Context: an optimization exercise on an open-source flow, tuned for small area and a short achievable clock period. The choices shown serve that exercise and are no tape-out recipe.
The RTL was checked by simulation tests, not by an equivalence proof against the original design.
No driver is modelled on the clock port, so clocking that relies on it looks cheaper here than on a real chip.

== run A ==
==> flow/design.v <==
`timescale 1ns/1ps
`default_nettype none
module chu_vga_card_flip_core (
    input  logic        clk,
    input  logic        reset_n,
    input  logic [10:0] x,
    input  logic [10:0] y,
    input  logic        cs,
    input  logic        write,
    input  logic [13:0] addr,
    input  logic [31:0] wr_data,
    output logic [31:0] rd_data,
    output logic [13:0] glyph_addr,
    input  logic        glyph_pix,
    input  logic [11:0] si_rgb,
    output logic [11:0] so_rgb
);
    logic [5:0]  r_code [256];
    logic        r_hid  [256];
    logic [15:0] r_whi_n;
    logic [15:0] r_wlo_n;
    logic        r_wc;        
    logic [6:0]  r_wd;
    logic        r_busy;      
    logic        r_run;       
    logic        r_clr;       
    logic [7:0]  r_slot;
    logic [4:0]  r_progress;
    logic        r_frame_cnt;
    logic [1:0]  r_mode;
    logic [11:0] r_fg;
    logic        r_prev_origin;
    logic [15:0] r_rlo_n [2];  
    logic [15:0] r_rhi_n;     
    logic        r_match;     
    logic [3:0]  r_yin;
    logic [3:0]  r_xin;
    logic [11:0] r_si1;
    logic [11:0] r_si2;
    logic        w_tile_wr;
    logic        w_reg_wr;
    logic        w_flip_start;
    logic        w_origin;
    logic        w_strobe;
    logic        w_busy;
    logic        w_eng_clear;
    logic [7:0]  w_pix_slot;
    logic        w_reveal;
    logic [5:0]  w_eff_code;
    logic [11:0] w_avg;
    logic [11:0] w_blend;
    assign w_tile_wr    = cs & write & ~addr[13];
    assign w_reg_wr     = cs & write & addr[13];
    assign w_flip_start = w_reg_wr && (addr[2:0] == 3'd2);
    assign w_origin     = (x == 11'd0) && (y == 11'd0);
    assign w_strobe     = w_origin & ~r_prev_origin;
    assign w_busy       = r_run | r_clr;
    assign w_eng_clear  = r_clr && !w_tile_wr;
    assign w_pix_slot   = {y[6:4], x[8:4]};
    assign rd_data      = {r_busy, 23'd0, 3'd0, r_progress};
    logic        w_wv;
    logic [7:0]  w_wa;
    assign w_wv = w_tile_wr | w_eng_clear;
    assign w_wa = w_tile_wr ? addr[7:0] : r_slot;
    always_ff @(posedge clk) begin
        for (int j = 0; j < 16; j++) begin
            r_whi_n[j] <= !(w_wv && w_wa[7:4] == 4'(j));
            r_wlo_n[j] <= (w_wa[3:0] != 4'(j));
        end
        r_wc <= w_tile_wr;
        r_wd <= {w_tile_wr & wr_data[8], wr_data[5:0]};
    end
    logic [15:0] w_wlo_c_n;
    assign w_wlo_c_n = r_wlo_n | {16{~r_wc}};
    always_ff @(posedge clk) begin
        for (int i = 0; i < 256; i++) begin
            if (!(r_whi_n[i/16] | w_wlo_c_n[i%16])) r_code[i] <= r_wd[5:0];
            if (!(r_whi_n[i/16] | r_wlo_n[i%16]))   r_hid[i]  <= r_wd[6];
        end
    end
    always_ff @(posedge clk or negedge reset_n) begin
        if (!reset_n) begin
            r_mode <= 2'b00;
            r_fg   <= 12'hFFF;
        end else if (w_reg_wr) begin
            case (addr[2:0])
                3'd0:    r_mode <= wr_data[1:0];
                3'd1:    r_fg   <= wr_data[11:0];
                default: ;
            endcase
        end
    end
    always_ff @(posedge clk or negedge reset_n) begin
        if (!reset_n) r_prev_origin <= 1'b0;
        else          r_prev_origin <= w_origin;
    end
    logic       w_step;       
    logic [4:0] w_prog_inc;
    assign w_step     = r_run & r_frame_cnt & ~r_prev_origin;
    assign w_prog_inc = r_progress + 5'd1;
    always_ff @(posedge clk or negedge reset_n) begin
        if (!reset_n) begin
            r_busy      <= 1'b0;
            r_run       <= 1'b0;
            r_clr       <= 1'b0;
            r_slot      <= '0;
            r_progress  <= '0;
            r_frame_cnt <= 1'b0;
        end else if (!w_busy) begin
            if (w_flip_start) begin
                r_busy      <= 1'b1;
                r_run       <= 1'b1;
                r_slot      <= wr_data[7:0];
                r_progress  <= '0;
                r_frame_cnt <= 1'b0;
            end
        end else if (r_clr) begin
            if (!w_tile_wr) begin
                r_busy <= 1'b0;
                r_clr  <= 1'b0;
            end
        end else if (w_origin && !r_prev_origin) begin
            r_frame_cnt <= ~r_frame_cnt;
            if (w_step) begin
                r_progress <= w_prog_inc;
                r_run      <= ~w_prog_inc[4];
                r_clr      <= w_prog_inc[4];
            end
        end
    end
    logic [7:0]  w_slot_nx;
    assign w_slot_nx = (!w_busy && w_flip_start) ? wr_data[7:0] : r_slot;
    always_ff @(posedge clk) begin
        for (int c = 0; c < 2; c++)
            for (int j = 0; j < 16; j++)
                r_rlo_n[c][j] <= !(w_pix_slot[3:0] == 4'(j) && w_pix_slot[7] == 1'(c));
        r_match <= (w_pix_slot == w_slot_nx);
    end
    always_ff @(posedge clk or negedge reset_n) begin
        if (!reset_n) begin
            r_rhi_n <= '1;
            r_yin   <= '0;
            r_xin   <= '0;
            r_si1   <= '0;
        end else begin
            for (int j = 0; j < 16; j++) r_rhi_n[j] <= (w_pix_slot[7:4] != 4'(j));
            r_yin   <= y[3:0];
            r_xin   <= x[3:0];
            r_si1   <= si_rgb;
        end
    end
    logic [255:0] w_sel;
    logic [6:0]   w_rd_n;
    always_comb begin
        for (int i = 0; i < 256; i++) w_sel[i] = ~(r_rhi_n[i/16] | r_rlo_n[i/128][i%16]);
    end
    for (genvar b = 0; b < 7; b++) begin : g_rd
        logic [255:0] w_d;
        logic [85:0]  w_t_n;
        for (genvar i = 0; i < 256; i++) begin : g_d
            if (b == 6) begin : g_h
                assign w_d[i] = r_hid[i];
            end else begin : g_c
                assign w_d[i] = r_code[i][b];
            end
        end
        for (genvar g = 0; g < 85; g++) begin : g_t
            card_aoi222 u_t (
                .a1(w_sel[3*g]),   .a2(w_d[3*g]),
                .b1(w_sel[3*g+1]), .b2(w_d[3*g+1]),
                .c1(w_sel[3*g+2]), .c2(w_d[3*g+2]),
                .y (w_t_n[g])
            );
        end
        card_nand2 u_t85 (.a(w_sel[255]), .b(w_d[255]), .y(w_t_n[85]));
        logic [21:0] w_u;
        logic [10:0] w_v_n;
        logic [2:0]  w_w;
        for (genvar g = 0; g < 21; g++) begin : g_u
            card_nand4 u_u (.a(w_t_n[4*g]), .b(w_t_n[4*g+1]), .c(w_t_n[4*g+2]),
                            .d(w_t_n[4*g+3]), .y(w_u[g]));
        end
        card_nand2 u_u21 (.a(w_t_n[84]), .b(w_t_n[85]), .y(w_u[21]));
        for (genvar g = 0; g < 11; g++) begin : g_v
            card_nor2 u_v (.a(w_u[2*g]), .b(w_u[2*g+1]), .y(w_v_n[g]));
        end
        card_nand4 u_w0 (.a(w_v_n[0]), .b(w_v_n[1]), .c(w_v_n[2]), .d(w_v_n[3]), .y(w_w[0]));
        card_nand4 u_w1 (.a(w_v_n[4]), .b(w_v_n[5]), .c(w_v_n[6]), .d(w_v_n[7]), .y(w_w[1]));
        card_nand3 u_w2 (.a(w_v_n[8]), .b(w_v_n[9]), .c(w_v_n[10]), .y(w_w[2]));
        card_nor3  u_x  (.a(w_w[0]), .b(w_w[1]), .c(w_w[2]), .y(w_rd_n[b]));
    end
    assign w_reveal   = w_busy && r_match && ({1'b0, r_yin} < r_progress);
    for (genvar b = 0; b < 6; b++) begin : g_eff
        card_o21ai u_e (.a1(w_rd_n[6]), .a2(w_reveal), .b1(w_rd_n[b]), .y(w_eff_code[b]));
    end
    always_ff @(posedge clk or negedge reset_n) begin
        if (!reset_n) begin
            glyph_addr <= '0;
            r_si2      <= '0;
            so_rgb     <= '0;
        end else begin
            glyph_addr <= {w_eff_code, r_yin, r_xin};
            r_si2      <= r_si1;
            so_rgb     <= w_blend;
        end
    end
    for (genvar i = 0; i < 3; i++) begin : g_ch
        logic [4:0] w_sum;
        assign w_sum = {1'b0, r_fg[i*4 +: 4]} + {1'b0, r_si2[i*4 +: 4]};
        assign w_avg[i*4 +: 4] = w_sum[4:1];
    end
    always_comb begin
        w_blend = r_si2;
        case (r_mode)
            2'b01:   w_blend = r_si2;
            2'b10:   if (glyph_pix) w_blend = w_avg;
            default: if (glyph_pix) w_blend = r_fg;
        endcase
    end
endmodule
module card_aoi222 (
    input  logic a1, a2, b1, b2, c1, c2,
    output logic y
);
    assign y = ~((a1 & a2) | (b1 & b2) | (c1 & c2));
endmodule
module card_o21ai (input logic a1, a2, b1, output logic y);
    assign y = ~((a1 | a2) & b1);
endmodule
module card_nand2 (input logic a, b, output logic y);
    assign y = ~(a & b);
endmodule
module card_nand3 (input logic a, b, c, output logic y);
    assign y = ~(a & b & c);
endmodule
module card_nand4 (input logic a, b, c, d, output logic y);
    assign y = ~(a & b & c & d);
endmodule
module card_nor2 (input logic a, b, output logic y);
    assign y = ~(a | b);
endmodule
module card_nor3 (input logic a, b, c, output logic y);
    assign y = ~(a | b | c);
endmodule
`default_nettype wire
Settings: LEC_CHECK=0, CAP_MARGIN=20, CORE_MARGIN=2, CORE_UTILIZATION=60, CTS_CLUSTER_DIAMETER=80, CTS_CLUSTER_SIZE=30, PLACE_DENSITY=0.7, SLEW_MARGIN=20, SYNTH_HIERARCHICAL=1; clock period 10.0 ns.
standard.sh (not shown) runs the stock make flow with config.mk's settings and CLKGATE_MAP_FILE= SYNTH_SCRIPT=/design/flow/synth_recipe.tcl, a recipe that flattens the netlist after the stock synthesis.
==> flow/flow/run.sh <==
#!/bin/bash
set -euo pipefail
cd "$(dirname "$0")/.."
W=$(pwd)
bash standard.sh SETUP_SLACK_MARGIN=6.8 EXTRA_SETUP_MARGIN=7.1 \
  POST_CTS_TCL=$W/flow/post_cts.tcl POST_GLOBAL_ROUTE_TCL=$W/flow/post_grt.tcl \
  finish > standard_flow.log 2>&1
==> flow/flow/post_cts.tcl <==
# Extra timing repair after CTS: same margin idea as SETUP_SLACK_MARGIN, but
# without the cell-footprint restriction, so gates and flip-flops on the
# critical paths can be sized up. Placement is legalised again afterwards.
puts "post-CTS extra repair_timing"
estimate_parasitics -placement
repair_timing -setup -setup_margin $::env(EXTRA_SETUP_MARGIN) -repair_tns 100 -verbose
detailed_placement
check_placement -verbose
report_design_area
==> flow/flow/post_grt.tcl <==
# Extra timing repair after global routing, aimed past the standard margin,
# then the same incremental legalise-and-reroute the standard step uses.
puts "post-GRT extra repair_timing"
estimate_parasitics -global_routing
repair_timing -setup -setup_margin $::env(EXTRA_SETUP_MARGIN) -repair_tns 100 -verbose
global_route -start_incremental
detailed_placement
global_route -end_incremental
estimate_parasitics -global_routing
report_design_area
report_worst_slack -max
What run B does differently from run A at the input level:
- CORE_UTILIZATION changed from 60 to 68
- PLACE_DENSITY changed from 0.7 to 0.76
diff --git a/flow/flow/run.sh b/flow/flow/run.sh
--- a/flow/flow/run.sh
+++ b/flow/flow/run.sh
@@ -5 +5 @@
-bash standard.sh SETUP_SLACK_MARGIN=6.8 EXTRA_SETUP_MARGIN=7.1 \
+bash standard.sh SETUP_SLACK_MARGIN=6.6 EXTRA_SETUP_MARGIN=6.9 \
Results
Comparing run B against run A, there is no change at all in clock sink count. The higher cell area after placement of run B and run A is in run A. Of run B and run A, run B shows the lower shortest period the worst path allows, with run A above it. On worst-case setup margin in the final layout, run A loses to run B. From run A to run B, combined area of all synthesized cells did not move at all. Share of final layout cell area taken by clock buffers and inverters essentially unchanged between run B and run A.
Relative to run B, the following input files were edited for run C:
diff --git a/flow/flow/run.sh b/flow/flow/run.sh
--- a/flow/flow/run.sh
+++ b/flow/flow/run.sh
@@ -5 +5 @@
-bash standard.sh SETUP_SLACK_MARGIN=6.6 EXTRA_SETUP_MARGIN=6.9 \
+bash standard.sh SETUP_SLACK_MARGIN=6.8 EXTRA_SETUP_MARGIN=7.1 \
### Flow results
- Summary of run C over run B: met2 global-route usage higher; non-clock buffer count higher; routed length per placed instance roughly the same.
- Total placed instance area across run C and run B: no real change.
Input changes introduced in run D (baseline for comparison: run C):
- CORE_UTILIZATION now 60, was 68
- PLACE_DENSITY now 0.7, was 0.76
diff --git a/flow/flow/run.sh b/flow/flow/run.sh
--- a/flow/flow/run.sh
+++ b/flow/flow/run.sh
@@ -5 +5 @@
-bash standard.sh SETUP_SLACK_MARGIN=6.8 EXTRA_SETUP_MARGIN=7.1 \
+bash standard.sh SETUP_SLACK_MARGIN=6.6 EXTRA_SETUP_MARGIN=6.9 \
==> comparison <==
Run C -> run D: critical path's largest stage delay flat
Going from run C to run D, clock-buffer cell count now sits lower, maximum clock rate now sits higher.

-- static timing again, ports no longer ideal --
How much do the figures lean on ideal ports? The routed layouts below were timed once more, with nothing changed but the port constraints. Step 1 assumes that a clkbuf_16 drives the clock port and a buf_2 every other input. Step 2 moves the port delays by t, midway between the first and last clock arrival at a register: inputs arrive t later, outputs are due t later. That takes back most of the time a late clock gives input paths. Slacks: ideal / step 1 / step 2; pairs: ideal / step 1.
run | t (ns) | setup WS [ns] | hold slack, ns | worst setup path after step 2 | latest minus earliest clock arrival (ns)
run A | 0.772 | 6.658 / 6.583 / 6.066 | 0.356 / 0.356 / 0.356 | input to register | 0.033 / 0.033
run B | 0.781 | 6.662 / 6.586 / 5.905 | 0.357 / 0.357 / 0.357 | input to register | 0.040 / 0.040
run C | 0.788 | 6.631 / 6.548 / 6.033 | 0.344 / 0.344 / 0.344 | input to register | 0.050 / 0.050
run D | 0.765 | 6.658 / 6.583 / 6.027 | 0.358 / 0.358 / 0.358 | input to register | 0.036 / 0.036
After both steps setup and hold are still met in every run listed. The setup slack of run B, which loses most, moves by -0.076 ns with the drivers and by -0.757 ns with both steps.
